Source: an optimization exercise on an open RTL-to-GDS flow (aim: small area, a short achievable clock period and few clock cycles per item). Production flows keep margins and buffers that such runs may drop.
Where RTL was checked, it was by simulation tests only, not by an equivalence proof against the original.
Only the layout flow was run in runs 1 to 3, 10 and 11; the RTL was not checked for function there.
Power is estimated from default activity; no workload was simulated.

==> flow/config.mk <==
export PLATFORM = sky130hd
export DESIGN_NAME = wide_add_pipe
export DESIGN_NICKNAME = wide_add_pipe
export VERILOG_FILES = /design/flow/design.v
export SDC_FILE = /design/flow/constraint.sdc
export NUM_CORES = 4
export LEC_CHECK = 0
export CAP_MARGIN = 20
export CORE_MARGIN = 2
export CORE_UTILIZATION = 40
export SLEW_MARGIN = 20
==> flow/design.v <==
`timescale 1ns/1ps
package wide_add_pkg;
  localparam logic ADD = 1'b0;
  localparam logic SUB = 1'b1;
endpackage
`timescale 1ns/1ps
module wide_add_lane #(
  parameter int BLK_W = 8
) (
  input  logic [BLK_W-1:0] a,
  input  logic [BLK_W-1:0] b,
  input  logic             cin,
  output logic [BLK_W-1:0] sum,
  output logic             gen,
  output logic             prop
);
  assign {gen, sum} = {1'b0, a} + {1'b0, b} + {{BLK_W{1'b0}}, cin};
  assign prop       = &(a ^ b);
endmodule
`timescale 1ns/1ps
module wide_add_pipe #(
  parameter int WIDTH  = 256,
  parameter int LANE_W = 64,
  parameter int EN_W   = 8,
  parameter int CNT_W  = 16
) (
  input  logic             clk,
  input  logic             rst,
  input  logic             in_valid,
  output logic             in_ready,
  input  logic [WIDTH-1:0] op1,
  input  logic [WIDTH-1:0] op2,
  input  logic             sub,
  input  logic [EN_W-1:0]  en1,
  input  logic [EN_W-1:0]  en2,
  output logic             out_valid,
  input  logic             out_ready,
  output logic [WIDTH-1:0] res,
  output logic             carry_out,
  output logic [CNT_W-1:0] drop_cnt
);
  localparam int BLK_W = 8;                 
  localparam int SUP_W = 64;                
  localparam int NS    = WIDTH / SUP_W;     
  localparam int M     = SUP_W / BLK_W;     
  localparam int LVM   = $clog2(M);
  logic             advance;
  logic             gate;
  logic             is_sub;
  logic [WIDTH-1:0] b_in;
  assign gate = &(en1 ^ en2);
  assign advance  = !out_valid || out_ready;
  assign in_ready = advance;
  assign is_sub = (sub == wide_add_pkg::SUB);
  assign b_in   = op2 ^ {WIDTH{is_sub}};
  logic valid_q;
  always_ff @(posedge clk) begin
    if (rst) begin
      valid_q <= 1'b0;
    end else if (advance) begin
      valid_q <= in_valid && gate;
    end
  end
  logic [NS-1:0] sg_q;    
  logic [NS-1:0] sp_q;    
  logic [NS:0]   sc;      
  for (genvar s = 0; s < NS; s++) begin : g_sup
    logic [SUP_W-1:0] bsum;
    logic [M-1:0]     bg;
    logic [M-1:0]     bp;
    for (genvar m = 0; m < M; m++) begin : g_blk
      localparam int LO = s * SUP_W + m * BLK_W;
      logic [BLK_W-1:0] a;
      logic [BLK_W-1:0] b;
      logic [BLK_W-1:0] sm;
      logic             ci;
      logic             g;
      logic             p;
      assign a  = op1[LO +: BLK_W];
      assign b  = b_in[LO +: BLK_W];
      assign ci = (LO == 0) ? is_sub : 1'b0;
      wide_add_lane #(.BLK_W(BLK_W)) u_lane (
        .a    (a),
        .b    (b),
        .cin  (ci),
        .sum  (sm),
        .gen  (g),
        .prop (p)
      );
      assign bsum[m*BLK_W +: BLK_W] = sm;
      assign bg[m] = g;
      assign bp[m] = (LO == 0) ? 1'b0 : p;
    end
    logic [M-1:0] pg [LVM+1];
    logic [M-1:0] pp [LVM+1];
    assign pg[0] = bg;
    assign pp[0] = bp;
    for (genvar l = 0; l < LVM; l++) begin : g_lvl
      for (genvar m = 0; m < M; m++) begin : g_node
        if (((m >> l) & 1) == 1) begin : g_comb
          localparam int J = ((m >> l) << l) - 1;
          assign pg[l+1][m] = pg[l][m] | (pp[l][m] & pg[l][J]);
          assign pp[l+1][m] = pp[l][m] & pp[l][J];
        end else begin : g_pass
          assign pg[l+1][m] = pg[l][m];
          assign pp[l+1][m] = pp[l][m];
        end
      end
    end
    logic [SUP_W-1:0] sum_q;
    logic [M-1:1]     cyl_q;    
    logic [M-1:1]     ppl_q;    
    logic             sg_r;
    logic             sp_r;
    always_ff @(posedge clk) begin
      if (advance) begin
        sum_q   <= bsum;
        cyl_q   <= pg[LVM][M-2:0];
        ppl_q   <= pp[LVM][M-2:0];
        sg_r    <= pg[LVM][M-1];
        sp_r    <= pp[LVM][M-1];
      end
    end
    assign sg_q[s] = sg_r;
    assign sp_q[s] = sp_r;
    for (genvar m = 0; m < M; m++) begin : g_inc
      localparam int LO = s * SUP_W + m * BLK_W;
      logic [BLK_W-1:0] sm;
      logic [BLK_W-1:0] low_ones;
      logic             cin;
      assign sm = sum_q[m*BLK_W +: BLK_W];
      if (m == 0) begin : g_first
        assign cin = sc[s];
      end else begin : g_rest
        assign cin = cyl_q[m] | (ppl_q[m] & sc[s]);
      end
      assign low_ones[0] = 1'b1;
      for (genvar i = 1; i < BLK_W; i++) begin : g_bit
        assign low_ones[i] = &sm[i-1:0];
      end
      assign res[LO +: BLK_W] = sm ^ (low_ones & {BLK_W{cin}});
    end
  end
  assign sc[0] = 1'b0;
  for (genvar s = 0; s < NS; s++) begin : g_sc
    assign sc[s+1] = sg_q[s] | (sp_q[s] & sc[s]);
  end
  assign out_valid = valid_q;
  assign carry_out = sc[NS];
  logic             drop_inc;
  logic [CNT_W-1:0] cnt_ones;
  assign drop_inc    = in_valid && in_ready && !gate && !(&drop_cnt);
  assign cnt_ones[0] = 1'b1;
  for (genvar i = 1; i < CNT_W; i++) begin : g_ones
    assign cnt_ones[i] = &drop_cnt[i-1:0];
  end
  always_ff @(posedge clk) begin
    if (rst) begin
      drop_cnt <= '0;
    end else if (drop_inc) begin
      drop_cnt <= drop_cnt ^ cnt_ones;
    end
  end
endmodule
==> flow/flow/run.sh <==
#!/bin/bash
# Layout flow: the standard ORFS flow (standard.sh, including its
# standard synthesis), with plain buffers instead of ORFS's default
# delay-buffer cell for the port buffers that global placement inserts.
# Every input and output port still gets its own buffer.
set -euo pipefail
export BUFFER_PORTS_ARGS="-buffer_cell sky130_fd_sc_hd__buf_1"
bash standard.sh "BUFFER_PORTS_ARGS=$BUFFER_PORTS_ARGS" finish > flow_standard.log 2>&1
==> flow/standard.sh <==
#!/bin/bash
# synth_recipe.tcl (not shown) runs the flow's synth.tcl, then flattens the netlist and writes it again
# the make line also repeats each setting of config.mk as NAME=value (left out here)
make -C /OpenROAD-flow-scripts/flow DESIGN_CONFIG=/design/flow/config.mk WORK_HOME=/design/flow/orfs CLKGATE_MAP_FILE= SYNTH_SCRIPT=/design/flow/synth_recipe.tcl "${@:-finish}"
==> flow/constraint.sdc <==
create_clock -name core_clock -period 4.2 [get_ports {clk}]
set_input_delay 0.8400 -clock core_clock [delete_from_list [all_inputs] [get_ports {clk}]]
set_output_delay 0.8400 -clock core_clock [all_outputs]
set_load 0.01 [all_outputs]
==> reports/results.tsv, run 1 <==
metric	value	unit
area_delta_synth_final	22.27	%
worstPathArrival	3100	ps
core-area	64700	um2
whs	530.3	ps
cts_tree	yes	
die_y	260.3	um
gp_congestion	0.9652	
synth_seq_cells	329	
p_switching	5.082	mW
status	no timing/DRC/antenna violations	
yosysTopAreaCell	edfxtp_1	
async_flop_share	0	
path_class	flop to output port	
synth-seq-area-share	0.3695	
critPathLaunchType	flop	
port-buffer-count	807	
dp_slack	49.34	ps
relSlewSlack	0.4448	
rows	93	
required	3360	ps
combPwrFrac	0.381	
wirelength	83.23	mm
period_share	0.9384	
first_pass_iters	7	
ys.flop_type	edfxtp_1	
hold_class	flop to flop	
synth_edf_count	312	
synth.area.top_cells	edfxtp_1 36%, ha_1 14%, xor2_1 13%, xnor2_1 9.4%, inv_1 3.6%	
ir_drop	265.8	uV
wl_per_cell	19.41	um
insertion_delay	560	ps
wl_met3	6.232	mm
power_density	434.5	nW/um2
yosys_warnings	9	
pwr-share-seq	0.367	
worst-path-max-fanout	9	
final_core_util	0.4966	
synth_nets	3376	
drtIter0Drc	972	
layout.cells.non_filler	4288	
setup_viol	0	
leakagePower	13.96	nW
die_w	260.3	um
cts.sinks	329	
antenna_found_initial	21	
via_per_inst	4.960	
finalNetCount	4241	
drc	0	
wl_met1	32.31	mm
max_freq	253.7	MHz
tightest_slew	832.8	ps
drive_gt1_frac	0.03659	
grt_pass1_wl	121.7	mm
syn_area	26280	um2
synth_commonest_cells	397 x xor2_1, 312 x edfxtp_1, 290 x ha_1	
synth.most_common_cell	xor2_1	
grt_max_degree	131	
numCtsBuffers	42	
drv_cap	0	
start_util	0.4061	
cp-end-kind	output port	
hold_viol	0	
skew	14.58	ps
ioPinCount	808	
ant_nets	0	
dp_hpwl	71.07	mm
synth_top_area_frac	0.3566	
via_count	21270	
cts_max_path_buffers	3	
postSynthCellCount	2521	
grt-ovfl-total	0	
swShare	0.3640	
fin_crit	3941	ps
highest_layer	met5	
drv_slew	0	
dp.cells	4197	
fin_ws	258.9	ps
wl_met2	41.24	mm
p_int	8.878	mW
setup_tns	0	ps
post_synth.cell_area_avg	10.42	um2
clkPwrFrac	0.252	
dieArea	67750	um2
track_usage	0.2364	
rsz0062_at_grt	false	
postCtsSetupRepairBufs	0	
ys_types	57	
grt_pass1_vias	21350	
h-tree-depth	2	
root_buffer	clkbuf_16	
path_clk_slew	60	ps
[cells by family after synthesis]
logic type | count (synthesis) | share of synthesized area
compound gates | 468 | 0.1156
xor+xnor | 679 | 0.2263
fa+ha+maj | 322 | 0.1625
buf+inv | 285 | 0.04090
flops | 329 | 0.3695
mux | 6 | 0.002286
simple gates | 432 | 0.08286
[power groups by stage]
stage	registers [mW]	clock network, mW	logic (mW)
2_1_floorplan	5.07	0	3.37
4_1_cts	5.13	3.60	5.36
6_report	5.12	3.51	5.32
3_3_place_gp	5.17	0	5.31
3_5_place_dp	5.19	0	5.32
5_1_grt	5.23	3.72	5.85
[final cells by class]
| class | count | area, um2 |
|---|---|---|
| fill | 6234 | 32570 |
| multi-input combinational | 1907 | 15520 |
| sequential | 329 | 9709 |
| timing repair buffer | 856 | 3526 |
| clock buffer | 58 | 1195 |
| tap | 855 | 1070 |
| inverter | 250 | 938.4 |
| clock inverter | 16 | 122.6 |
| antenna | 17 | 42.54 |
[metal layers]
metal  up-vias  track usage
met5         -            0
met4        18      0.09841
met3       161      0.06420
met2       633       0.4170
met1      9892       0.2691
li1      10570            -
[path summary, 6_finish.rpt]
kind	end	from	depth (start not counted)	slack, ps
max	res[159]	g_sup[0].sg_r$_DFFE_PN_	9	260
min	drop_cnt[5]$_SDFFE_PP0P_	drop_cnt[5]$_SDFFE_PP0P_	2	530
max reg2reg	drop_cnt[13]$_SDFFE_PP0P_	drop_cnt[0]$_SDFFE_PP0P_	9	1930
min reg2reg	drop_cnt[5]$_SDFFE_PP0P_	drop_cnt[5]$_SDFFE_PP0P_	2	530
[registers in the layout, summed over array words and instances, names as in the netlist]
register	cells
g_sup.cyl_q	28
g_sup.ppl_q	21
g_sup.sum_q	256
valid_q	1
drop_cnt	16
g_sup.sg_r	4
g_sup.sp_r	3
[cells in the final DEF (no fill, tap or decap), types with 11 or more instances in the layout]
master / instances
a21o_1: 110
o21ai_0: 31
dfxtp_1: 17
inv_1: 250
nor2b_1: 17
diode_2: 17
nand2_1: 90
o21bai_1: 80
buf_1: 806
a21oi_1: 186
edfxtp_1: 312
ha_1: 290
nor2_1: 98
and3_1: 43
fa_1: 32
clkbuf_1: 11
xnor2_1: 282
clkbuf_16: 45
xor2_1: 397
nand4_1: 70
buf_4: 39
nand3_1: 59
[timing repair]
item | in CTS | in global routing
resized for setup | 2 | 1
endpoints found under the hold margin | 0 | 0
endpoints found under the setup margin | 5 | 1
hold buffers | 0 | 0
[critical path, cell delays in order (launching register included)]
cell      delay [ps]
edfxtp_1         450
a21o_2           240
buf_4            210
a21o_1           180
and3_1           220
nand3_1          130
nor2_1           220
nand3_1          130
xnor2_1          560
buf_1            210
[per-stage QoR]
| stage | instance area (um2) | power (mW) |
|---|---|---|
| 6_report | 32130 | 13.96 |
| 3_5_place_dp | 30760 | 10.51 |
| 4_1_cts | 32080 | 14.09 |
| 2_1_floorplan | 26310 | 8.435 |
| 5_1_grt | 32110 | 14.80 |
| 3_3_place_gp | 30760 | 10.48 |
==> run 2: changes to the inputs <==
--- a/flow/config.mk
+++ b/flow/config.mk
@@ -10,2 +10,3 @@
 export CORE_UTILIZATION = 40
+export SETUP_SLACK_MARGIN = 0.8
 export SLEW_MARGIN = 20
==> reports/results.tsv, run 2 <==
metric	value	unit
async_flop_share	0	
path_class	flop to output port	
grt_max_degree	153	
ioPinCount	808	
r2r_cells	9	
leakagePower	14.53	nW
synth_seq_cells	329	
worst-path-max-fanout	7	
setup_viol	0	
drc	0	
h-tree-depth	2	
path_cells	a21o_4 > a21o_4 > buf_6 > a21o_1 > and3_4 > buf_6 > buf_6 > xor2_1 > buf_2	
drive_gt1_frac	0.1042	
insertion_delay	560	ps
largest_reg_flops	256	
cts_max_path_buffers	3	
max_freq	289.4	MHz
core-area	64700	um2
whs	522.1	ps
rr_startpoint	drop_cnt[0]$_SDFFE_PP0P_	
dp_hpwl	72.12	mm
largest_register	g_sup.sum_q	
slowest_delay	460	ps
yosys_warnings	9	
via_count	21490	
period_share	0.8227	
crit_path_frequent_cell	buf_6	
track_usage	0.2426	
ys.flop_type	edfxtp_1	
finalNetCount	4263	
rows	93	
r2r_slack	1930	ps
fin_crit	3455	ps
drtIter0Drc	1025	
start_util	0.4061	
min_path_cells	2	
place_area	30730	um2
cts.sinks	329	
cpMaxStageDelayCell	edfxtp_1	
required	3360	ps
grt_pass1_vias	21290	
reg.largest.list	g_sup.sum_q x256, g_sup.cyl_q x28, g_sup.ppl_q x21	
hold_class	flop to flop	
die_y	260.3	um
dieArea	67750	um2
yosysTopAreaCell	edfxtp_1	
relSlewSlack	0.2819	
synth_top_area_frac	0.3566	
grt_pass1_wl	123.9	mm
synth_nets	3376	
postCtsHoldBufs	0	
drv_cap	0	
critPathLaunchType	flop	
gp_congestion	0.9315	
ir_drop	251.2	uV
first_pass_iters	5	
final_cell_mix	734 x buf_1, 385 x xor2_1, 312 x edfxtp_1, 285 x ha_1, 261 x xnor2_1	
cp-endpoint	res[202]	
final_area	33440	um2
tightest_slew	1077	ps
wirelength	86.66	mm
power_density	433.5	nW/um2
post_synth.cell_area_avg	10.42	um2
synth-seq-area-share	0.3695	
skew	13.29	ps
synth_edf_count	312	
die_w	260.3	um
synth.area.top_cells	edfxtp_1 36%, ha_1 14%, xor2_1 13%, xnor2_1 9.4%, inv_1 3.6%	
hold_viol	0	
antenna_found_initial	8	
setup.worst_path.start	g_sup[0].sg_r$_DFFE_PN_	
via_per_inst	5.001	
numCtsBuffers	42	
status	no timing/DRC/antenna violations	
wl_per_cell	20.17	um
r2r_end	drop_cnt[10]$_SDFFE_PP0P_	
grt-ovfl-total	0	
synth.most_common_cell	xor2_1	
area_delta_synth_final	27.27	%
drv_slew	0	
cts_tree	yes	
port-buffer-count	807	
ant_nets	0	
path_clk_slew	60	ps
cp-end-kind	output port	
worstPathArrival	2620	ps
final_core_util	0.5169	
postSynthCellCount	2521	
synth_commonest_cells	397 x xor2_1, 312 x edfxtp_1, 290 x ha_1	
rsz0062_at_grt	true	
layout_commonest_cell	buf_1	
ys_types	57	
syn_area	26280	um2
root_buffer	clkbuf_16	
run 2: cell counts after synthesis:
No cell type changed its count.
run 2: what timing repair did:
action	CTS	global route
cloned	0	4
pin swaps	34	40
setup buffers	15	13
setup endpoints to repair	114	89
hold endpoints to repair	0	0
resized for setup	178	95
run 2: worst min-delay path by stage:
| stage | from | end | slack, ps |
|---|---|---|---|
| after global routing | drop_cnt[15]$_SDFFE_PP0P_ | drop_cnt[15]$_SDFFE_PP0P_ | 540 |
| after detailed placement | drop_cnt[15]$_SDFFE_PP0P_ | drop_cnt[15]$_SDFFE_PP0P_ | 500 |
| after global placement | drop_cnt[15]$_SDFFE_PP0P_ | drop_cnt[15]$_SDFFE_PP0P_ | 500 |
| after CTS | in_valid | valid_q$_SDFFE_PP0N_ | 490 |
| final | drop_cnt[15]$_SDFFE_PP0P_ | drop_cnt[15]$_SDFFE_PP0P_ | 520 |
| after floorplan | drop_cnt[15]$_SDFFE_PP0P_ | drop_cnt[15]$_SDFFE_PP0P_ | 530 |
run 2: worst max-delay path: cells and delay by family, from the launching register on:
family / cells / cell delay [ps]
buffers and inverters: 4 / 530
and+or+nand+nor: 1 / 170
DFF: 1 / 460
AOI/OAI and AO/OA: 3 / 760
xor gates and xnor gates: 1 / 130
run 2: cell type report:
class                           instances  area [um2]
Sequential cell                       329        9709
Timing Repair Buffer                  878        3969
Clock buffer                           61        1231
Clock inverter                         12       87.58
Inverter                              250       938.4
Tap cell                              855        1070
Antenna cell                            5       12.51
Multi-Input combinational cell       1907       16420
Fill cell                            6015       31260
run 2: logic make-up after synthesis:
kind of cell	count (synthesis)	share of synthesized area
AOI/OAI and AO/OA	468	0.1156
and+or+nand+nor	432	0.08286
DFF	329	0.3695
adders and majority gates	322	0.1625
xor gates and xnor gates	679	0.2263
buffers and inverters	285	0.04090
muxes	6	0.002286
run 2: per-layer routing:
| layer | GRT usage | share of wire | routed length [um] | vias to the layer above |
|---|---|---|---|---|
| li1 | - | - | - | 10580 |
| met1 | 0.2776 | 0.39 | 33530 | 10070 |
| met2 | 0.4414 | 0.51 | 44050 | 696 |
| met3 | 0.05954 | 0.070 | 6068 | 135 |
| met4 | 0.07905 | 0.034 | 2939 | 10 |
| met5 | 0 | 0.00080 | 69 | - |
run 2: report_power, final:
group          switching (mW)  leakage, nW  internal (mW)  total [mW]
combinational            3.31         10.4           2.46        5.77
sequential              0.620         3.50           4.61        5.23
clock                    1.41        0.655           2.09        3.49
total                    5.34         14.5           9.15        14.5
run 2: metrics by stage:
| step | total power [mW] | setup TNS [ps] | instances | worst slack, ps |
|---|---|---|---|---|
| after floorplan | 8.477 | -244.4 | 2521 | -33.71 |
| after global placement | 10.55 | 0 | 4187 | 188.5 |
| after detailed placement | 10.58 | 0 | 4187 | 131.1 |
| after CTS | 14.43 | 0 | 4275 | 656.0 |
| after global routing | 15.33 | 0 | 4295 | 605.8 |
| final | 14.50 | 0 | 4297 | 744.6 |
==> run 3: changes to the inputs <==
--- a/flow/config.mk
+++ b/flow/config.mk
@@ -7,2 +7,3 @@
 export LEC_CHECK = 0
+export ABC_AREA = 1
 export CAP_MARGIN = 20
@@ -10,3 +11,2 @@
 export CORE_UTILIZATION = 40
-export SETUP_SLACK_MARGIN = 0.8
 export SLEW_MARGIN = 20
==> reports/results.tsv, run 3 <==
metric	value	unit
dp_hpwl	75.89	mm
r2r_cells	8	
largest_register	g_sup.sum_q	
yosys_warnings	9	
numCtsBuffers	43	
reg.largest.list	g_sup.sum_q x256, g_sup.cyl_q x28, g_sup.ppl_q x21	
final_area	33620	um2
path_class	flop to output port	
grt_pass1_wl	131.3	mm
final_core_util	0.4885	
cts_resized	0	
p_int	8.736	mW
fin_ws	372.1	ps
track_usage	0.2401	
power_density	424.7	nW/um2
cts_max_path_buffers	3	
wirelength	89.06	mm
r2r_end	drop_cnt[0]$_SDFFE_PP0P_	
postSynthCellCount	3232	
rsz0062_at_grt	false	
relSlewSlack	0.5102	
setup_viol	0	
drive_gt1_frac	0.03573	
postCtsSetupRepairBufs	0	
fin_crit	3828	ps
drtIter0Drc	1136	
ys.flop_type	edfxtp_1	
period_share	0.9114	
root_buffer	clkbuf_16	
cp-endpoint	res[217]	
drv_cap	0	
status	no timing/DRC/antenna violations	
worst-path-max-fanout	14	
synth.area.top_cells	edfxtp_1 34%, xor2_1 14%, ha_1 13%, nand2_1 9.6%, inv_1 5.5%	
synth.most_common_cell	nand2_1	
hold_viol	0	
cts_tree	yes	
cp-end-kind	output port	
finalNetCount	4935	
combPwrFrac	0.396	
swShare	0.3883	
final_cell_mix	806 x buf_1, 713 x nand2_1, 456 x xor2_1, 409 x inv_1, 312 x edfxtp_1	
rows	96	
worstPathArrival	2990	ps
whs	485.2	ps
hold_class	flop to flop	
synth_nets	4087	
layout_commonest_cell	buf_1	
setup.worst_path.start	g_sup[0].sg_r$_DFFE_PN_	
required	3360	ps
pwr-share-seq	0.354	
h-tree-depth	2	
insertion_delay	580	ps
layout.cells.non_filler	5057	
yosysTopAreaCell	edfxtp_1	
grt_pass1_vias	23350	
die_w	268.1	um
grt-ovfl-total	0	
area_delta_synth_final	20.47	%
gp_congestion	0.9510	
setup_tns	0	ps
ant_nets	0	
fill_cells	6885	
first_pass_iters	5	
die_y	268.1	um
ir_drop	272.7	uV
leakagePower	15.60	nW
dp_slack	490.1	ps
postCtsHoldBufs	0	
path_clk_slew	60	ps
dp.cells	4966	
via_per_inst	4.824	
cts.sinks	329	
r2r_slack	2170	ps
max_freq	261.2	MHz
via_count	24400	
tightest_slew	734.7	ps
p_switching	5.544	mW
rr_startpoint	drop_cnt[0]$_SDFFE_PP0P_	
syn_area	27910	um2
p_total	14.28	mW
antenna_found_initial	16	
ioPinCount	808	
skew	19.68	ps
dieArea	71900	um2
start_util	0.4055	
synth_edf_count	312	
post_synth.cell_area_avg	8.635	um2
synth_seq_cells	329	
largest_reg_flops	256	
core-area	68830	um2
async_flop_share	0	
wl_per_cell	17.61	um
critPathLaunchType	flop	
port-buffer-count	807	
drc	0	
place_area	32260	um2
grt_max_degree	111	
synth_commonest_cells	713 x nand2_1, 456 x xor2_1, 410 x inv_1	
ys_types	39	
synth-seq-area-share	0.3479	
synth_top_area_frac	0.3357	
clkPwrFrac	0.249	
min_path_cells	2	
drv_slew	0	
[run 3: changes by cell type in the layout (fill, tap and decap cells not counted), moves of 26 or more]
cell / change
nand2_1: +632
inv_1: +161
nand3_1: +138
nor2_1: +131
xnor2_1: -123
a21o_1: -86
buf_1: +72
xor2_1: +71
o21bai_1: -66
buf_2: -48
nand4_1: -34
a31oi_1: +28
buf_4: -27
nand3b_1: +26
[run 3: power by group through the flow]
stage	registers, mW	clock network, mW	logic (mW)
floorplan	5.02	0	3.61
global placement	5.10	0	5.65
detailed placement	5.12	0	5.66
CTS	5.06	3.67	5.70
global route	5.16	3.78	6.29
finish	5.06	3.56	5.66
[run 3: critical path, stage by stage (launching register included)]
cell	delay, ps
edfxtp_1	420
a21o_4	320
nand2_4	110
nand2_4	170
a21oi_1	460
inv_1	170
ha_1	230
xor2_1	270
buf_1	220
[run 3: worst min path at each step]
stage                                     endpoint                      from  slack, ps
after floorplan           drop_cnt[1]$_SDFFE_PP0P_  drop_cnt[1]$_SDFFE_PP0P_        500
final                     drop_cnt[1]$_SDFFE_PP0P_  drop_cnt[1]$_SDFFE_PP0P_        490
after global placement    drop_cnt[1]$_SDFFE_PP0P_  drop_cnt[1]$_SDFFE_PP0P_        470
after CTS                 drop_cnt[1]$_SDFFE_PP0P_  drop_cnt[1]$_SDFFE_PP0P_        490
after global routing      drop_cnt[1]$_SDFFE_PP0P_  drop_cnt[1]$_SDFFE_PP0P_        510
after detailed placement  drop_cnt[1]$_SDFFE_PP0P_  drop_cnt[1]$_SDFFE_PP0P_        480
[run 3: routing by layer]
metal / vias to the layer above / share of wire / GRT usage
met5: - / 0.00084 / 0
met2: 695 / 0.49 / 0.4197
met3: 138 / 0.073 / 0.05938
met4: 12 / 0.032 / 0.08063
li1: 12330 / - / -
met1: 11230 / 0.40 / 0.2873
[run 3: kinds of logic (layout without fill, tap and decap cells)]
| group | after synthesis | in the layout | synth area share |
|---|---|---|---|
| xor+xnor | 594 | 594 | 0.1864 |
| fa+ha+maj | 322 | 322 | 0.1530 |
| other cells | 0 | 12 | 0 |
| buf+inv | 451 | 1333 | 0.06294 |
| simple gates | 1231 | 1231 | 0.1872 |
| compound gates | 305 | 305 | 0.06258 |
| flops | 329 | 329 | 0.3479 |
[run 3: layout make-up]
cell class              count  area, um2  area share
flip-flops and latches    329       9709      0.2888
repair buffers            840       3381      0.1006
inverters                 414       1558     0.04633
clock inverters            22      200.2    0.005954
multi-input cells        2452      16450      0.4893
diodes                     12      30.03   0.0008931
well taps                 931       1165     0.03465
clock buffers              57       1129     0.03357
==> run 4: changes to the inputs <==
--- a/flow/design.v
+++ b/flow/design.v
@@ -45,3 +45,3 @@
   localparam int M     = SUP_W / BLK_W;     
-  localparam int LVM   = $clog2(M);
+  localparam int LVM   = (M > 16) ? 5 : (M > 8) ? 4 : (M > 4) ? 3 : (M > 2) ? 2 : 1;
   logic             advance;
--- a/flow/config.mk
+++ b/flow/config.mk
@@ -7,3 +7,2 @@
 export LEC_CHECK = 0
-export ABC_AREA = 1
 export CAP_MARGIN = 20
@@ -11,2 +10,3 @@
 export CORE_UTILIZATION = 40
+export SETUP_SLACK_MARGIN = 1.3
 export SLEW_MARGIN = 20
==> reports/results.tsv, run 4 <==
metric	value	unit
status	no timing/DRC/antenna violations	
cts.sinks	329	
layout_commonest_cell	buf_1	
wl_per_cell	20.45	um
async_flop_share	0	
ir_drop	298.9	uV
dp.cells	4172	
rows	93	
grt_max_degree	139	
numCtsBuffers	44	
cp-end-kind	output port	
antenna_found_initial	28	
crit_path_frequent_cell	a21o_4	
setup_viol	0	
grt_pass1_wl	124.8	mm
setup_tns	0	ps
syn_area	26280	um2
synth.most_common_cell	xor2_1	
slowest_delay	380	ps
drv_cap	0	
wirelength	90.17	mm
final_cell_mix	621 x buf_1, 364 x xor2_1, 312 x edfxtp_1, 236 x ha_1, 235 x inv_1	
track_usage	0.2451	
min_path_cells	2	
fin_crit	3464	ps
cts_tree	yes	
ant_nets	0	
dieArea	67750	um2
critPathLaunchType	flop	
synth_nets	3376	
synth_commonest_cells	397 x xor2_1, 312 x edfxtp_1, 290 x ha_1	
reg.largest.list	g_sup.sum_q x256, g_sup.cyl_q x28, g_sup.ppl_q x21	
relSlewSlack	0.3734	
drive_gt1_frac	0.2437	
synth-seq-area-share	0.3695	
cpMaxStageDelayCell	edfxtp_1	
via_count	22250	
worstPathArrival	2620	ps
dp_hpwl	70.58	mm
root_buffer	clkbuf_16	
drc	0	
path_clk_slew	60	ps
die_y	260.3	um
postSynthCellCount	2521	
power_density	424.3	nW/um2
tightest_slew	939.9	ps
largest_reg_flops	256	
synth_top_area_frac	0.3566	
r2r_end	drop_cnt[13]$_SDFFE_PP0P_	
max_freq	288.7	MHz
insertion_delay	560	ps
rsz0062_at_grt	true	
layout.cells.non_filler	4409	
ys_types	57	
h-tree-depth	2	
fill_cells	5714	
synth_edf_count	312	
path_cells	buf_6 > a21o_4 > buf_12 > a21o_4 > a21o_1 > and3_4 > nand3_4 > nor2_4 > nand3_2 > xnor2_2 > buf_2	
whs	531.1	ps
dp_slack	202.1	ps
rr_startpoint	drop_cnt[0]$_SDFFE_PP0P_	
postCtsHoldBufs	0	
r2r_cells	9	
period_share	0.8247	
ioPinCount	808	
grt_pass1_vias	21640	
yosys_warnings	9	
die_w	260.3	um
grt-ovfl-total	0	
cts_max_path_buffers	3	
skew	9.725	ps
yosysTopAreaCell	edfxtp_1	
worst-path-max-fanout	4	
area_delta_synth_final	39.24	%
drtIter0Drc	978	
hold_class	flop to flop	
start_util	0.4061	
port-buffer-count	807	
first_pass_iters	5	
r2r_slack	1810	ps
required	3360	ps
synth.area.top_cells	edfxtp_1 36%, ha_1 14%, xor2_1 13%, xnor2_1 9.4%, inv_1 3.6%	
hold_viol	0	
gp_congestion	0.9155	
ys.flop_type	edfxtp_1	
leakagePower	15.94	nW
post_synth.cell_area_avg	10.42	um2
core-area	64700	um2
finalNetCount	4368	
fin_ws	736.3	ps
drv_slew	0	
holdCritStartpoint	drop_cnt[1]$_SDFFE_PP0P_	
largest_register	g_sup.sum_q	
min_to	drop_cnt[1]$_SDFFE_PP0P_	
path_class	flop to output port	
via_per_inst	5.047	
synth_seq_cells	329	
## run 4: cell types whose count changed in the layout (fill, tap and decap cells not counted), sizes merged, moves of 67 or more
| cell | delta |
|---|---|
| nor2 | -125 |
| xnor2 | +144 |
| nand2 | -625 |
| o21bai | +67 |
| inv | -165 |
| a21o | +85 |
| buf | +122 |
| nand3 | -121 |
## run 4: metal layers
metal  vias up  wire length (um)  track usage
li1      10790                 -            -
met1     10520             34490       0.2755
met2       709             45540       0.4470
met3       197              6672      0.07061
met4        38              3210      0.07317
met5         -               256            0
## run 4: how the worst max path moves through the flow
| stage | end | from | slack, ps |
|---|---|---|---|
| after floorplan | drop_cnt[8]$_SDFFE_PP0P_ | out_ready | -30 |
| after global placement | g_sup[1].sg_r$_DFFE_PN_ | sub | 210 |
| after detailed placement | g_sup[1].sg_r$_DFFE_PN_ | sub | 200 |
| after CTS | res[231] | g_sup[0].sg_r$_DFFE_PN_ | 710 |
| after global routing | res[247] | g_sup[0].sg_r$_DFFE_PN_ | 610 |
| final | res[223] | g_sup[0].sg_r$_DFFE_PN_ | 740 |
## run 4: cell families (layout without fill, tap and decap cells)
group,count (synthesis),count (layout),synth area share
XOR/XNOR,679,679,0.2263
multiplexers,6,6,0.002286
buffers and inverters,285,1309,0.04090
AND/OR/NAND/NOR,432,432,0.08286
AO/OA/AOI/OAI,468,469,0.1156
flip-flops,329,329,0.3695
adder cells (fa/ha/maj),322,322,0.1625
other,0,8,0
## run 4: worst max-delay path, delay by kind of cell, from the launching register on
| family | cells | cell delay [ps] |
|---|---|---|
| compound gates | 3 | 680 |
| xor+xnor | 1 | 140 |
| buf+inv | 3 | 450 |
| flops | 1 | 380 |
| simple gates | 4 | 420 |
## run 4: cell type report
| type | instances | area [um2] | share of cell area |
|---|---|---|---|
| timing repair buffer | 980 | 5338 | 0.1459 |
| inverter | 250 | 938.4 | 0.02565 |
| multi-input combinational | 1908 | 18140 | 0.4959 |
| antenna | 8 | 20.02 | 0.0005472 |
| clock buffer | 62 | 1220 | 0.03334 |
| sequential | 329 | 9709 | 0.2654 |
| tap | 855 | 1070 | 0.02924 |
| clock inverter | 17 | 146.4 | 0.004001 |
## run 4: where the power goes
group          switching, mW  leakage [nW]  internal (mW)
clock                   1.47         0.660           2.14
sequential             0.736          3.50           4.61
combinational           3.48          11.8           3.08
## run 4: through the flow
step / utilization / power, mW / area, um2
final: 0.5655 / 15.52 / 36590
after global routing: 0.5653 / 16.35 / 36580
after CTS: 0.5227 / 14.78 / 33820
after detailed placement: 0.4794 / 10.57 / 31020
after global placement: 0.4794 / 10.55 / 31020
after floorplan: - / 8.585 / 27150
## run 4: what timing repair did
action                                  CTS  global route
endpoints found under the setup margin  223           241
resized for setup                       309           458
cloned                                    4             5
pin swaps                                60           179
buffers inserted                         31           110
Testbench counts of run 4, summed over its fixed seeds: cycles 2,403, items 2,400.
==> run 5: changes to the inputs <==
--- a/flow/config.mk
+++ b/flow/config.mk
@@ -10,3 +10,3 @@
 export CORE_UTILIZATION = 40
-export SETUP_SLACK_MARGIN = 1.3
+export SETUP_SLACK_MARGIN = 0.8
 export SLEW_MARGIN = 20
==> reports/results.tsv, run 5 <==
metric	value	unit
postCtsHoldBufs	0	
power_density	433.5	nW/um2
numCtsBuffers	42	
ys.flop_type	edfxtp_1	
track_usage	0.2426	
grt_pass1_vias	21290	
drive_gt1_frac	0.1042	
critPathLaunchType	flop	
synth-seq-area-share	0.3695	
yosysTopAreaCell	edfxtp_1	
place_area	30730	um2
synth_seq_cells	329	
ir_drop	251.2	uV
leakagePower	14.53	nW
async_flop_share	0	
postSynthCellCount	2521	
finalNetCount	4263	
hold_viol	0	
drv_slew	0	
reg.largest.list	g_sup.sum_q x256, g_sup.cyl_q x28, g_sup.ppl_q x21	
cts.sinks	329	
syn_area	26280	um2
setup_viol	0	
largest_register	g_sup.sum_q	
fin_ws	744.6	ps
post_synth.cell_area_avg	10.42	um2
wl_met3	6.068	mm
worst-path-max-fanout	7	
skew	13.29	ps
dieArea	67750	um2
via_per_inst	5.001	
path_class	flop to output port	
dp_slack	131.1	ps
period_share	0.8227	
synth.area.top_cells	edfxtp_1 36%, ha_1 14%, xor2_1 13%, xnor2_1 9.4%, inv_1 3.6%	
ioPinCount	808	
die_y	260.3	um
ant_nets	0	
ys_types	57	
first_pass_iters	5	
core-area	64700	um2
antenna_found_initial	8	
wl_met2	44.05	mm
synth_top_area_frac	0.3566	
r2r_cells	9	
fin_crit	3455	ps
relSlewSlack	0.2819	
area_delta_synth_final	27.27	%
start_util	0.4061	
synth.most_common_cell	xor2_1	
layout_commonest_cell	buf_1	
grt-ovfl-total	0	
path_clk_slew	60	ps
setup.worst_path.start	g_sup[0].sg_r$_DFFE_PN_	
cts_max_path_buffers	3	
hold_class	flop to flop	
insertion_delay	560	ps
grt_max_degree	153	
status	no timing/DRC/antenna violations	
highest_layer	met5	
drv_cap	0	
max_freq	289.4	MHz
synth_nets	3376	
cts_tree	yes	
via_count	21490	
wirelength	86.66	mm
wl_per_cell	20.17	um
required	3360	ps
synth_edf_count	312	
port-buffer-count	807	
final_cell_mix	734 x buf_1, 385 x xor2_1, 312 x edfxtp_1, 285 x ha_1, 261 x xnor2_1	
wl_met1	33.53	mm
drtIter0Drc	1025	
yosys_warnings	9	
die_w	260.3	um
dp_hpwl	72.12	mm
rr_startpoint	drop_cnt[0]$_SDFFE_PP0P_	
drc	0	
h-tree-depth	2	
final_area	33440	um2
synth_commonest_cells	397 x xor2_1, 312 x edfxtp_1, 290 x ha_1	
holdCritStartpoint	drop_cnt[15]$_SDFFE_PP0P_	
rsz0062_at_grt	true	
min_path_cells	2	
grt_pass1_wl	123.9	mm
tightest_slew	1077	ps
cp-end-kind	output port	
rows	93	
root_buffer	clkbuf_16	
largest_reg_flops	256	
worstPathArrival	2620	ps
gp_congestion	0.9315	
-- run 5: cell counts after synthesis --
Identical to the previous run, type by type.
-- run 5: layout make-up --
| type | instances | area (um2) |
|---|---|---|
| well taps | 855 | 1070 |
| flip-flops and latches | 329 | 9709 |
| multi-input cells | 1907 | 16420 |
| diodes | 5 | 12.51 |
| fillers | 6015 | 31260 |
| inverters | 250 | 938.4 |
| repair buffers | 878 | 3969 |
| clock inverters | 12 | 87.58 |
| clock buffers | 61 | 1231 |
-- run 5: layer usage --
layer  global-route usage  vias to the layer above
met5                    0                        -
met4              0.07905                       10
met3              0.05954                      135
met2               0.4414                      696
met1               0.2776                    10070
li1                     -                    10580
-- run 5: metrics by stage --
step                utilization  total power [mW]  cells  TNS (ps)  hold WS [ps]
floorplan                     -             8.477   2521    -244.4         534.8
global placement         0.4749             10.55   4187         0         503.2
detailed placement       0.4749             10.58   4187         0         502.3
CTS                      0.5079             14.43   4275         0         493.5
global route             0.5168             15.33   4295         0         539.9
finish                   0.5169             14.50   4297         0         522.1
-- run 5: what timing repair did --
item,4_1_cts,5_1_grt
buffers inserted,15,13
endpoints found under the setup margin,114,89
gates resized for setup,178,95
pin swaps,34,40
gates cloned,0,4
-- run 5: path summary, 6_finish.rpt --
| check | end | slack, ps |
|---|---|---|
| setup / recovery | res[202] | 740 |
| hold / removal | drop_cnt[15]$_SDFFE_PP0P_ | 520 |
| setup reg to reg | drop_cnt[10]$_SDFFE_PP0P_ | 1930 |
| hold reg to reg | drop_cnt[15]$_SDFFE_PP0P_ | 520 |
-- run 5: power by group --
| group | internal [mW] | switching [mW] | leakage, nW |
|---|---|---|---|
| sequential | 4.61 | 0.620 | 3.50 |
| clock | 2.09 | 1.41 | 0.655 |
| combinational | 2.46 | 3.31 | 10.4 |
-- run 5: logic make-up (layout without fill, tap and decap cells) --
kind of cell / count (synthesis) / in the layout / share of synthesized area
xor gates and xnor gates: 679 / 679 / 0.2263
AOI/OAI and AO/OA: 468 / 468 / 0.1156
and+or+nand+nor: 432 / 432 / 0.08286
DFF: 329 / 329 / 0.3695
adders and majority gates: 322 / 322 / 0.1625
buffers and inverters: 285 / 1201 / 0.04090
muxes: 6 / 6 / 0.002286
other: 0 / 5 / 0
-- run 5: critical path: stages (launching register included) --
cell and delay (ps):
edfxtp_1 460, a21o_4 290, a21o_4 270, buf_6 140, a21o_1 200, and3_4 170
buf_6 110, buf_6 100, xor2_1 130, buf_2 180
==> run 6: changes to the inputs <==
--- a/flow/config.mk
+++ b/flow/config.mk
@@ -9,3 +9,4 @@
 export CORE_MARGIN = 2
-export CORE_UTILIZATION = 40
+export CORE_UTILIZATION = 55
+export CTS_BUF_LIST = sky130_fd_sc_hd__clkbuf_8 sky130_fd_sc_hd__clkbuf_4
 export SETUP_SLACK_MARGIN = 0.8
==> reports/results.tsv, run 6 <==
metric	value	unit
syn_area	26280	um2
async_flop_share	0	
synth_seq_cells	329	
error	[ERROR PPL-0024] Number of IO pins (808) exceeds maximum number of available positions (800). Increase the die perimeter from 890.28um to 1098.88um.	
die_y	222.6	um
ys.flop_type	edfxtp_1	
synth-seq-area-share	0.3695	
synth_commonest_cells	397 x xor2_1, 312 x edfxtp_1, 290 x ha_1	
synth_nets	3376	
synth.area.top_cells	edfxtp_1 36%, ha_1 14%, xor2_1 13%, xnor2_1 9.4%, inv_1 3.6%	
die_w	222.6	um
synth.most_common_cell	xor2_1	
synth_edf_count	312	
synth_top_area_frac	0.3566	
start_util	0.5538	
flow.stopped_at	I/O pin placement (3_2_place_iop)	
rows	80	
yosysTopAreaCell	edfxtp_1	
postSynthCellCount	2521	
ys_types	57	
post_synth.cell_area_avg	10.42	um2
yosys_warnings	9	
status	stopped before the end	
## run 6: kinds of logic after synthesis
family                   after synthesis  synth area share
multiplexers                           6          0.002286
flip-flops                           329            0.3695
XOR/XNOR                             679            0.2263
AND/OR/NAND/NOR                      432           0.08286
buffers and inverters                285           0.04090
adder cells (fa/ha/maj)              322            0.1625
AO/OA/AOI/OAI                        468            0.1156
==> run 7: changes to the inputs <==
--- a/flow/design.v
+++ b/flow/design.v
@@ -42,3 +42,3 @@
   localparam int BLK_W = 8;                 
-  localparam int SUP_W = 64;                
+  localparam int SUP_W = 128;                
   localparam int NS    = WIDTH / SUP_W;     
--- a/flow/config.mk
+++ b/flow/config.mk
@@ -10,3 +10,2 @@
 export CORE_UTILIZATION = 55
-export CTS_BUF_LIST = sky130_fd_sc_hd__clkbuf_8 sky130_fd_sc_hd__clkbuf_4
 export SETUP_SLACK_MARGIN = 0.8
==> reports/results.tsv, run 7 <==
metric	value	unit
syn_area	26100	um2
ys_types	58	
post_synth.cell_area_avg	10.38	um2
synth_seq_cells	321	
die_w	221.8	um
synth-seq-area-share	0.3628	
synth.most_common_cell	xor2_1	
error	[ERROR PPL-0024] Number of IO pins (808) exceeds maximum number of available positions (796). Increase the die perimeter from 887.32um to 1098.88um.	
async_flop_share	0	
status	stopped before the end	
synth_nets	3369	
die_y	221.8	um
synth.area.top_cells	edfxtp_1 35%, ha_1 14%, xor2_1 13%, xnor2_1 9.8%, a21oi_1 3.5%	
postSynthCellCount	2514	
yosysTopAreaCell	edfxtp_1	
flow.stopped_at	I/O pin placement (3_2_place_iop)	
synth_top_area_frac	0.3498	
synth_commonest_cells	388 x xor2_1, 304 x edfxtp_1, 293 x xnor2_1	
yosys_warnings	5	
rows	79	
synth_edf_count	304	
ys.flop_type	edfxtp_1	
start_util	0.5594	
run 7: cell types whose count changed after synthesis, moves of 8 or more:
cell      before  now
inv_1        250  239
xnor2_1      282  293
a211oi_1      10   20
a21o_1       112  103
and3_1        43   52
xor2_1       397  388
and4_1         7   15
edfxtp_1     312  304
run 7: cell families after synthesis:
family,Yosys count,share of synthesized area
xor+xnor,681,0.2285
compound gates,468,0.1165
buf+inv,274,0.03946
fa+ha+maj,322,0.1636
flops,321,0.3628
simple gates,443,0.08721
mux,5,0.001918
Testbench counts of run 7, summed over its fixed seeds: cycles 2,403, items 2,400.
==> run 8: changes to the inputs <==
--- a/flow/config.mk
+++ b/flow/config.mk
@@ -9,3 +9,4 @@
 export CORE_MARGIN = 2
-export CORE_UTILIZATION = 55
+export CORE_UTILIZATION = 40
+export GPL_TIMING_DRIVEN = 0
 export SETUP_SLACK_MARGIN = 0.8
==> reports/results.tsv, run 8 <==
metric	value	unit
status	no timing/DRC/antenna violations	
hold_viol	0	
drive_gt1_frac	0.1000	
grt_pass1_wl	128.7	mm
leakagePower	14.47	nW
cts.sinks	321	
relSlewSlack	0.5109	
final_cell_mix	792 x buf_1, 379 x xor2_1, 304 x edfxtp_1, 288 x xnor2_1, 281 x ha_1	
synth_top_area_frac	0.3498	
grt-ovfl-total	0	
root_buffer	clkbuf_16	
worst-path-max-fanout	6	
crit_path_frequent_cell	clkbuf_16	
cp-end-kind	flop	
fill_cells	6088	
die_w	259.4	um
start_util	0.4048	
ir_drop	284.0	uV
ant_nets	0	
rows	93	
final_core_util	0.5230	
grt_max_degree	55	
antenna_found_initial	27	
synth-seq-area-share	0.3628	
rsz0062_at_grt	true	
synth.area.top_cells	edfxtp_1 35%, ha_1 14%, xor2_1 13%, xnor2_1 9.8%, a21oi_1 3.5%	
ys.flop_type	edfxtp_1	
path_buf_inv	4	
ioPinCount	808	
cts_tree	yes	
syn_area	26100	um2
largest_reg_flops	256	
drc	0	
skew	14.87	ps
p_total	14.14	mW
layout.cells.non_filler	4358	
synth_seq_cells	321	
port-buffer-count	805	
setup_viol	0	
via_per_inst	5.007	
dp.cells	4180	
async_flop_share	0	
drtIter0Drc	1047	
layout_commonest_cell	buf_1	
max_freq	280.0	MHz
fin_crit	3572	ps
synth_edf_count	304	
via_count	21820	
dieArea	67300	um2
fin_ws	628.5	ps
core-area	64460	um2
post_synth.cell_area_avg	10.38	um2
first_pass_iters	5	
cts_max_path_buffers	3	
wirelength	91.14	mm
tightest_slew	726.0	ps
synth_nets	3369	
drv_cap	0	
worstPathArrival	3970	ps
numCtsBuffers	43	
path_class	input port to flop	
period_share	0.8504	
h-tree-depth	2	
wl_per_cell	20.91	um
critPathLaunchType	input port	
grt_pass1_vias	21130	
yosys_warnings	5	
required	4600	ps
synth.most_common_cell	xor2_1	
whs	542.5	ps
insertion_delay	560	ps
path_cells	clkbuf_16 > clkbuf_16 > buf_16 > buf_4 > xor2_1 > ha_1 > o21a_1 > o31a_1 > o211ai_2 > a2111o_1 > o211ai_4 > a21oi_4 > o21a_2 > a21boi_2 > a31o_1	
reg.largest.list	g_sup.sum_q x256, g_sup.cyl_q x30, drop_cnt x16	
dp_slack	-715.7	ps
track_usage	0.2595	
critPathTopFamily	compound AO/OA/AOI/OAI gates	
yosysTopAreaCell	edfxtp_1	
postSynthCellCount	2514	
drv_slew	0	
path_clk_slew	50	ps
largest_register	g_sup.sum_q	
hold_class	input port to flop	
postCtsHoldBufs	0	
ys_types	58	
cpMaxStageDelayCell	a2111o_1	
dp_hpwl	74.22	mm
power_density	419.3	nW/um2
slowest_delay	460	ps
finalNetCount	4313	
gp_congestion	0.9136	
area_delta_synth_final	29.18	%
die_y	259.4	um
synth_commonest_cells	388 x xor2_1, 304 x edfxtp_1, 293 x xnor2_1	
[run 8: cell counts after synthesis]
No cell type changed its count.
[run 8: report_power, final]
| part | internal (mW) | total (mW) | switching (mW) |
|---|---|---|---|
| Clock | 1.97 | 3.40 | 1.42 |
| Sequential | 4.52 | 5.05 | 0.536 |
| Combinational | 2.42 | 5.69 | 3.27 |
[run 8: per-layer routing]
metal / track usage / vias up / wire length, um
met5: 0 / - / 176
met4: 0.07280 / 26 / 2701
met3: 0.07469 / 155 / 7454
met2: 0.4664 / 670 / 45790
met1: 0.2988 / 10260 / 35020
li1: - / 10710 / -
[run 8: cell families (layout without fill, tap and decap cells)]
logic type,after synthesis,in the layout,synth area share
flops,321,321,0.3628
mux,5,5,0.001918
other cells,0,14,0
compound gates,468,468,0.1165
buf+inv,274,1249,0.03946
xor+xnor,681,681,0.2285
simple gates,443,443,0.08721
fa+ha+maj,322,322,0.1636
[run 8: stage by stage]
stage | instance area, um2 | TNS, ps
final | 33710 | 0
after CTS | 33010 | 0
after global placement | 30520 | -125910
after floorplan | 26430 | 0
after global routing | 33700 | 0
after detailed placement | 30680 | -6122
[run 8: repair_timing]
item / CTS / global route
gates resized for setup: 132 / 91
cloned: 3 / 1
endpoints found under the hold margin: 0 / 0
setup buffers: 52 / 32
pin swaps: 38 / 49
setup endpoints to repair: 123 / 47
[run 8: path summary, 6_finish.rpt]
path                        startpoint                        end  slack (ps)  depth (start not counted)
max                                sub    g_sup[0].sg_r$_DFFE_PN_         630                         15
min                           in_valid       valid_q$_SDFFE_PP0N_         540                          3
max reg2reg   drop_cnt[0]$_SDFFE_PP0P_   drop_cnt[9]$_SDFFE_PP0P_        1760                         11
min reg2reg  drop_cnt[13]$_SDFFE_PP0P_  drop_cnt[13]$_SDFFE_PP0P_         550                          2
[run 8: area by class of cell]
cell class	count	area (um2)	share of cell area
Antenna cell	14	35.03	0.001039
Tap cell	855	1070	0.03173
Buffer	34	636.9	0.01889
Timing Repair Buffer	899	3939	0.1168
Multi-Input combinational cell	1919	16390	0.4863
Clock buffer	62	1200	0.03559
Clock inverter	14	68.82	0.002041
Inverter	240	900.9	0.02672
Sequential cell	321	9469	0.2809
[run 8: tightest hold or removal path, delay by kind of cell]
kind	cells	cell delay [ps]
AOI/OAI and AO/OA	1	60
buffers and inverters	1	80
and+or+nand+nor	1	60
==> run 9: changes to the inputs <==
--- a/flow/config.mk
+++ b/flow/config.mk
@@ -10,4 +10,4 @@
 export CORE_UTILIZATION = 40
-export GPL_TIMING_DRIVEN = 0
 export SETUP_SLACK_MARGIN = 0.8
 export SLEW_MARGIN = 20
+export TNS_END_PERCENT = 10
==> reports/results.tsv, run 9 <==
metric	value	unit
grt-ovfl-total	0	
setup.worst_path.start	sub	
rows	93	
use_met3	0.06288	
grtUsageMet1	0.2710	
cts_max_path_buffers	3	
wirelength	86.19	mm
path_class	input port to flop	
power_density	429.3	nW/um2
h-tree-depth	2	
final_cell_mix	802 x buf_1, 383 x xor2_1, 304 x edfxtp_1, 286 x xnor2_1, 285 x ha_1	
r2r_slack	1540	ps
synth_nets	3369	
dp_hpwl	71.82	mm
worstPathArrival	3790	ps
rsz0062_at_grt	true	
setup_tns	0	ps
max_freq	287.3	MHz
worst-path-max-fanout	8	
cts.sinks	321	
place_area	30640	um2
fin_ws	719.1	ps
track_usage	0.2424	
dp_slack	-171.3	ps
postCtsHoldBufs	0	
ys.flop_type	edfxtp_1	
r2r_end	drop_cnt[13]$_SDFFE_PP0P_	
fill_cells	6124	
rr_startpoint	drop_cnt[0]$_SDFFE_PP0P_	
critPathTopFamily	compound AO/OA/AOI/OAI gates	
whs	531.2	ps
ys_types	58	
hold_class	flop to flop	
synth_top_area_frac	0.3498	
core-area	64460	um2
final_area	33080	um2
fin_crit	3481	ps
regArea	9469	um2
largest_reg_flops	256	
path_cells	buf_12 > buf_16 > buf_6 > xor2_1 > ha_1 > nand4_1 > a211oi_2 > or3_4 > a211oi_4 > o32ai_4 > o31ai_2 > o211ai_1 > buf_4 > nor2b_4 > inv_2 > a21o_1	
reg.largest.list	g_sup.sum_q x256, g_sup.cyl_q x30, drop_cnt x16	
dieArea	67300	um2
via_count	21670	
yosysTopAreaCell	edfxtp_1	
status	no timing/DRC/antenna violations	
synth.most_common_cell	xor2_1	
required	4510	ps
synth.area.top_cells	edfxtp_1 35%, ha_1 14%, xor2_1 13%, xnor2_1 9.8%, a21oi_1 3.5%	
finalNetCount	4286	
insertion_delay	560	ps
gr-max-usage-layer	met2	
drive_gt1_frac	0.08061	
p_total	14.20	mW
synth_edf_count	304	
synth-seq-area-share	0.3628	
antenna_found_initial	36	
post_synth.cell_area_avg	10.38	um2
gp_congestion	0.9796	
cpMaxStageDelayCell	or3_4	
critPathLaunchType	input port	
path_clk_slew	50	ps
wl_per_cell	19.87	um
multi_input_area	16170	um2
ant_nets	0	
leakagePower	14.22	nW
use_met2	0.4419	
largest_register	g_sup.sum_q	
synth_seq_cells	321	
synth_commonest_cells	388 x xor2_1, 304 x edfxtp_1, 293 x xnor2_1	
cp-endpoint	g_sup[1].cyl_q[14]$_DFFE_PN_	
cts_tree	yes	
area_delta_synth_final	26.75	%
r2r_cells	10	
ir_drop	286.4	uV
relSlewSlack	0.3681	
period_share	0.8288	
grt_pass1_vias	21540	
drv_cap	0	
skew	10.46	ps
syn_area	26100	um2
tightest_slew	947.9	ps
ioPinCount	808	
grt_pass1_wl	123.1	mm
drv_slew	0	
path_buf_inv	5	
port-buffer-count	807	
setup_viol	0	
hold_viol	0	
drc	0	
via_per_inst	4.996	
start_util	0.4048	
drtIter0Drc	1137	
first_pass_iters	5	
die_w	259.4	um
async_flop_share	0	
cp-end-kind	flop	
yosys_warnings	5	
numCtsBuffers	43	
layout_commonest_cell	buf_1	
slowest_delay	420	ps
root_buffer	clkbuf_16	
grt_max_degree	152	
postSynthCellCount	2514	
die_y	259.4	um
cp_num_cells	16	
[run 9: worst min-delay path: stages, from the launching register on]
cell and delay (ps):
dfxtp_1 350, mux2i_1 80, nor2_1 70
[run 9: cells by family (layout without fill, tap and decap cells)]
kind of cell / count (synthesis) / after routing / synth area share
buf+inv: 274 / 1221 / 0.03946
mux: 5 / 5 / 0.001918
other cells: 0 / 21 / 0
xor+xnor: 681 / 681 / 0.2285
fa+ha+maj: 322 / 322 / 0.1636
simple gates: 443 / 443 / 0.08721
compound gates: 468 / 468 / 0.1165
flops: 321 / 321 / 0.3628
[run 9: layout make-up]
class                   count  share of cell area
multi-input cells        1919              0.4887
flip-flops and latches    321              0.2863
repair buffers            906              0.1237
clock buffers              52             0.03484
well taps                 855             0.03234
inverters                 240             0.02723
clock inverters            23            0.005333
diodes                     21            0.001589
[run 9: how the worst min path moves through the flow]
| stage | to | from | slack [ps] | depth (start not counted) |
|---|---|---|---|---|
| final | drop_cnt[1]$_SDFFE_PP0P_ | drop_cnt[1]$_SDFFE_PP0P_ | 530 | 2 |
| after global routing | valid_q$_SDFFE_PP0N_ | in_valid | 540 | 3 |
| after CTS | valid_q$_SDFFE_PP0N_ | in_valid | 510 | 3 |
| after detailed placement | drop_cnt[9]$_SDFFE_PP0P_ | drop_cnt[9]$_SDFFE_PP0P_ | 520 | 2 |
| after global placement | drop_cnt[1]$_SDFFE_PP0P_ | drop_cnt[1]$_SDFFE_PP0P_ | 520 | 2 |
| after floorplan | drop_cnt[1]$_SDFFE_PP0P_ | drop_cnt[1]$_SDFFE_PP0P_ | 550 | 2 |
[run 9: metrics by stage]
stage / utilization / instances
3_5_place_dp: 0.4753 / 4204
2_1_floorplan: - / 2514
3_3_place_gp: 0.4753 / 4204
6_report: 0.5131 / 4337
5_1_grt: 0.5127 / 4326
4_1_cts: 0.5033 / 4292
[run 9: where the power goes]
part / leakage, nW / internal (mW) / switching (mW)
Combinational: 10.2 / 2.34 / 3.23
Sequential: 3.40 / 4.52 / 0.552
Clock: 0.658 / 2.12 / 1.45
[run 9: routing by layer]
metal	up-vias	wire [um]
met5	-	159
met4	24	3017
met3	173	6280
met2	688	43870
met1	10130	32860
li1	10650	-
[run 9: what timing repair did]
action / 4_1_cts / 5_1_grt
hold endpoints to repair: 0 / 0
pin swaps: 21 / 49
setup endpoints to repair: 60 / 62
gates cloned: 2 / 2
gates resized for setup: 64 / 90
buffers inserted: 11 / 22
==> run 10: changes to the inputs <==
--- a/flow/design.v
+++ b/flow/design.v
@@ -45,3 +45,3 @@
   localparam int M     = SUP_W / BLK_W;     
-  localparam int LVM   = (M > 16) ? 5 : (M > 8) ? 4 : (M > 4) ? 3 : (M > 2) ? 2 : 1;
+  localparam int LVM   = $clog2(M);
   logic             advance;
--- a/flow/config.mk
+++ b/flow/config.mk
@@ -12,2 +12 @@
 export SLEW_MARGIN = 20
-export TNS_END_PERCENT = 10
==> reports/results.tsv, run 10 <==
metric	value	unit
port-buffer-count	807	
final_area	32910	um2
path_clk_slew	60	ps
drv_cap	0	
synth_seq_cells	321	
period_share	0.8171	
ant_nets	0	
leakagePower	14.23	nW
final_core_util	0.5105	
first_pass_iters	5	
synth_edf_count	304	
critPathTopFamily	compound AO/OA/AOI/OAI gates	
cp-end-kind	flop	
worst-path-max-fanout	16	
worstPathArrival	3730	ps
layout_commonest_cell	buf_1	
synth_commonest_cells	388 x xor2_1, 304 x edfxtp_1, 293 x xnor2_1	
via_per_inst	4.942	
critPathLaunchType	input port	
h-tree-depth	2	
gp_congestion	0.9355	
numCtsBuffers	40	
start_util	0.4048	
fill_cells	6128	
finalNetCount	4306	
die_y	259.4	um
via_count	21470	
dp_hpwl	69.54	mm
dp_slack	-32.14	ps
crit_path_frequent_cell	a21o_1	
p_total	13.96	mW
cts_tree	yes	
insertion_delay	540	ps
required	4500	ps
grt_pass1_wl	121.2	mm
yosysTopAreaCell	edfxtp_1	
drc	0	
fin_crit	3432	ps
synth-seq-area-share	0.3628	
wl_per_cell	19.10	um
slowest_delay	370	ps
tightest_slew	964.6	ps
wirelength	82.96	mm
ys.flop_type	edfxtp_1	
ys_types	58	
hold_viol	0	
place_area	30970	um2
drive_gt1_frac	0.08190	
whs	543.5	ps
grt_pass1_vias	21260	
dieArea	67300	um2
reg.largest.list	g_sup.sum_q x256, g_sup.cyl_q x30, drop_cnt x16	
core-area	64460	um2
synth.area.top_cells	edfxtp_1 35%, ha_1 14%, xor2_1 13%, xnor2_1 9.8%, a21oi_1 3.5%	
rows	93	
skew	10.17	ps
cp_num_cells	15	
max_freq	291.4	MHz
hold_class	flop to flop	
grt_max_degree	156	
rsz0062_at_grt	true	
post_synth.cell_area_avg	10.38	um2
postCtsHoldBufs	0	
largest_reg_flops	256	
min_path_cells	2	
ir_drop	233.1	uV
final_cell_mix	794 x buf_1, 388 x xor2_1, 304 x edfxtp_1, 291 x xnor2_1, 283 x ha_1	
path_cells	clkbuf_16 > buf_12 > buf_4 > xor2_1 > ha_2 > fa_2 > a21o_1 > a21oi_2 > o21a_1 > a2111o_1 > o211ai_4 > buf_4 > a2111o_1 > a21o_1 > a21o_1	
r2r_cells	10	
die_w	259.4	um
synth_nets	3369	
status	no timing/DRC/antenna violations	
cts.sinks	321	
r2r_slack	1610	ps
relSlewSlack	0.3569	
synth_top_area_frac	0.3498	
drtIter0Drc	1023	
root_buffer	clkbuf_16	
cpMaxStageDelayCell	a2111o_1	
synth.most_common_cell	xor2_1	
setup_viol	0	
grt-ovfl-total	0	
path_buf_inv	4	
postSynthCellCount	2514	
ioPinCount	808	
path_class	input port to flop	
cts_max_path_buffers	3	
track_usage	0.2371	
area_delta_synth_final	26.09	%
syn_area	26100	um2
fin_ws	768.2	ps
largest_register	g_sup.sum_q	
antenna_found_initial	20	
drv_slew	0	
yosys_warnings	5	
async_flop_share	0	
power_density	424.1	nW/um2
-- run 10: worst paths after layout --
check                                start                          end
hold / removal    drop_cnt[3]$_SDFFE_PP0P_     drop_cnt[3]$_SDFFE_PP0P_
setup reg to reg  drop_cnt[0]$_SDFFE_PP0P_     drop_cnt[7]$_SDFFE_PP0P_
setup / recovery                       sub  g_sup[0].cyl_q[7]$_DFFE_PN_
hold reg to reg   drop_cnt[3]$_SDFFE_PP0P_     drop_cnt[3]$_SDFFE_PP0P_
-- run 10: where the power goes --
part           total [mW]  switching [mW]  leakage, nW  internal, mW
registers            5.05           0.536         3.40          4.52
logic                5.55            3.20         10.2          2.35
clock network        3.36            1.37        0.608          1.99
-- run 10: worst min-delay path, delay by kind of cell, from the launching register on --
| family | cells | cell delay [ps] |
|---|---|---|
| flops | 1 | 360 |
| xor+xnor | 1 | 80 |
| simple gates | 1 | 70 |
-- run 10: per-stage QoR --
stage	TNS (ps)	cells
after floorplan	0	2514
after CTS	0	4323
after global routing	0	4341
final	0	4344
after global placement	0	4236
after detailed placement	-47.05	4236
-- run 10: cells by family after synthesis --
| kind of cell | Yosys count | synth area share |
|---|---|---|
| simple gates | 443 | 0.08721 |
| flops | 321 | 0.3628 |
| xor+xnor | 681 | 0.2285 |
| mux | 5 | 0.001918 |
| compound gates | 468 | 0.1165 |
| buf+inv | 274 | 0.03946 |
| fa+ha+maj | 322 | 0.1636 |
-- run 10: routing by layer --
layer / track usage / part of all wire / up-vias
li1: - / - / 10690
met3: 0.05790 / 0.070 / 139
met2: 0.4255 / 0.50 / 658
met5: 0 / 0.0018 / -
met1: 0.2761 / 0.39 / 9954
met4: 0.07663 / 0.031 / 22
-- run 10: area by class of cell --
class	count	area, um2	area share
tap	855	1070	0.03251
inverter	240	900.9	0.02738
antenna	9	22.52	0.0006844
clock inverter	17	156.4	0.004753
sequential	321	9469	0.2878
clock buffer	54	1085	0.03297
timing repair buffer	929	4224	0.1284
multi-input combinational	1919	15980	0.4856
-- run 10: repair_timing --
item	CTS	global route
buffers inserted	14	12
gates cloned	2	0
resized for setup	40	55
endpoints found under the setup margin	54	51
pin swaps	19	29
==> run 11: changes to the inputs <==
--- a/flow/design.v
+++ b/flow/design.v
@@ -41,3 +41,3 @@
 );
-  localparam int BLK_W = 8;                 
+  localparam int BLK_W = 16;                 
   localparam int SUP_W = 128;                
@@ -45,3 +45,3 @@
   localparam int M     = SUP_W / BLK_W;     
-  localparam int LVM   = $clog2(M);
+  localparam int LVM   = (M > 16) ? 5 : (M > 8) ? 4 : (M > 4) ? 3 : (M > 2) ? 2 : 1;
   logic             advance;
==> reports/results.tsv, run 11 <==
metric	value	unit
cts_max_path_buffers	3	
tightest_slew	856.1	ps
largest_register	g_sup.sum_q	
postSynthCellCount	2763	
critPathLaunchType	flop	
synth_xor_area_frac	0.2329	
reg.largest.list	g_sup.sum_q x256, drop_cnt x16, g_sup.cyl_q x14	
grt_pass1_vias	23750	
h-tree-depth	2	
core-area	65750	um2
via_count	24790	
max_freq	280.6	MHz
layout_commonest_cell	buf_1	
p_int	9.539	mW
start_util	0.4038	
port-buffer-count	807	
synth_top_area_frac	0.3167	
grt-ovfl-total	0	
die_w	261.6	um
required	3360	ps
pwr-share-seq	0.333	
worst-path-max-fanout	7	
ys.flop_type	edfxtp_1	
fin_ws	635.8	ps
cts_tree	yes	
antenna_found_initial	15	
die_y	261.6	um
combPwrFrac	0.428	
syn_area	26550	um2
wl_per_cell	20.15	um
synth_nets	3586	
use_met3	0.06173	
root_buffer	clkbuf_16	
yosysTopAreaCell	edfxtp_1	
cts.sinks	297	
relSlewSlack	0.4292	
first_pass_iters	5	
yosys_warnings	5	
ioPinCount	808	
synth_seq_cells	297	
finalNetCount	4672	
dieArea	68450	um2
dp_slack	-48.53	ps
p_switching	5.890	mW
gp_congestion	0.9740	
status	no timing/DRC/antenna violations	
synth.area.top_cells	edfxtp_1 32%, xor2_1 13%, ha_1 13%, xnor2_1 9.9%, a21oi_1 3.4%	
final_area	36600	um2
grt_max_degree	113	
worstPathArrival	2720	ps
synth_commonest_cells	405 x xor2_1, 301 x xnor2_1, 280 x edfxtp_1	
largest_reg_flops	256	
numCtsBuffers	40	
synth.most_common_cell	xor2_1	
period_share	0.8486	
rsz0062_at_grt	true	
cp-end-kind	output port	
synthSimpleGateAreaFrac	0.1415	
via_per_inst	5.217	
use_met2	0.4677	
area_delta_synth_final	37.84	%
drv_slew	0	
p_total	15.43	mW
ir_drop	305.7	uV
grt_pass1_wl	135.1	mm
swShare	0.3818	
async_flop_share	0	
path_class	flop to output port	
setup_viol	0	
grtUsageMet1	0.2908	
synthMuxAreaShare	0.001885	
post_synth.cell_area_avg	9.609	um2
fin_crit	3564	ps
whs	532.3	ps
power_density	421.6	nW/um2
ant_nets	0	
synth-adder-area-share	0.1412	
rows	94	
track_usage	0.2586	
hold_viol	0	
ys_types	74	
drv_cap	0	
skew	19.52	ps
synth-seq-area-share	0.3295	
synth_edf_count	280	
drtIter0Drc	1207	
final_cell_mix	738 x buf_1, 383 x xor2_1, 280 x edfxtp_1, 271 x xnor2_1, 256 x ha_1	
dp_hpwl	77.11	mm
drc	0	
gr-max-usage-layer	met2	
wirelength	95.74	mm
leakagePower	15.22	nW
hold_class	flop to flop	
final_core_util	0.5567	
clkPwrFrac	0.239	
synth_compound_area_frac	0.1253	
synth_top_family_by_area	XOR/XNOR gates	
insertion_delay	550	ps
path_clk_slew	60	ps
place_area	31510	um2
drive_gt1_frac	0.1913	
-- run 11: cell types whose count changed after synthesis, moves of 48 or more --
cell	before	now
inv_1	239	152
nor3_1	8	56
nand3_1	54	106
nor2_1	103	168
nand2_1	94	193
o21bai_1	80	23
-- run 11: what timing repair did --
item,CTS,global route
hold buffers,0,0
endpoints found under the hold margin,0,0
setup endpoints to repair,127,112
pin swaps,81,144
resized for setup,270,247
gates cloned,2,0
buffers inserted,101,77
-- run 11: path summary, 6_finish.rpt --
check                                 start                         to  slack, ps  depth (start not counted)
setup / recovery    g_sup[0].sg_r$_DFFE_PN_                   res[159]        640                         13
hold / removal    drop_cnt[15]$_SDFFE_PP0P_  drop_cnt[15]$_SDFFE_PP0P_        530                          2
setup reg to reg   drop_cnt[0]$_SDFFE_PP0P_  drop_cnt[10]$_SDFFE_PP0P_       1640                          9
hold reg to reg   drop_cnt[15]$_SDFFE_PP0P_  drop_cnt[15]$_SDFFE_PP0P_        530                          2
-- run 11: cell type report --
class,instances,area (um2)
Multi-Input combinational cell,2272,19120
Timing Repair Buffer,1086,5659
Antenna cell,9,22.52
Clock buffer,47,1059
Sequential cell,297,8748
Fill cell,6008,29150
Inverter,152,570.5
Clock inverter,25,332.8
Tap cell,864,1081
-- run 11: logic make-up (layout without fill, tap and decap cells) --
| logic type | count (synthesis) | count (layout) |
|---|---|---|
| AOI/OAI and AO/OA | 512 | 512 |
| buffers and inverters | 194 | 1310 |
| other | 0 | 9 |
| adders and majority gates | 290 | 290 |
| muxes | 5 | 5 |
| and+or+nand+nor | 759 | 759 |
| xor gates and xnor gates | 706 | 706 |
| DFF | 297 | 297 |
-- run 11: power by group through the flow --
stage	Clock, mW	Combinational [mW]	Sequential, mW
6_report	3.69	6.61	5.13
5_1_grt	3.86	7.16	5.23
4_1_cts	3.77	6.20	5.02
3_5_place_dp	0	5.82	4.98
3_3_place_gp	0	5.82	4.95
2_1_floorplan	0	3.74	4.84
-- run 11: per-layer routing --
| metal | routed length, um | share of wire | up-vias |
|---|---|---|---|
| met5 | 80 | 0.00084 | - |
| met4 | 4264 | 0.045 | 12 |
| met3 | 6919 | 0.072 | 188 |
| met2 | 47990 | 0.50 | 829 |
| met1 | 36490 | 0.38 | 11740 |
| li1 | - | - | 12030 |
-- run 11: worst max-delay path, stage by stage (launching register included) --
cell and delay [ps]:
edfxtp_1 340, buf_6 160, buf_4 130, buf_6 90, a21oi_4 70, nor3b_2 210, and4_4 270, nand3_4 90
nor2_4 160, nand3_4 100, nor2_4 140, nand3_2 100, xnor2_2 170, buf_6 150
-- run 11: stage by stage --
stage               cells  TNS, ps
CTS                  4666        0
finish               4752        0
global route         4749        0
floorplan            2763        0
detailed placement   4491   -92.45
global placement     4491   -45.74

Check on run 11: ideal ports give 0.636 ns setup slack; a clkbuf_16 on the clock port and buf_2 on the inputs give 0.571 ns; moving port delays by the midpoint clock arrival (0.605 ns) as well gives 0.059 ns.
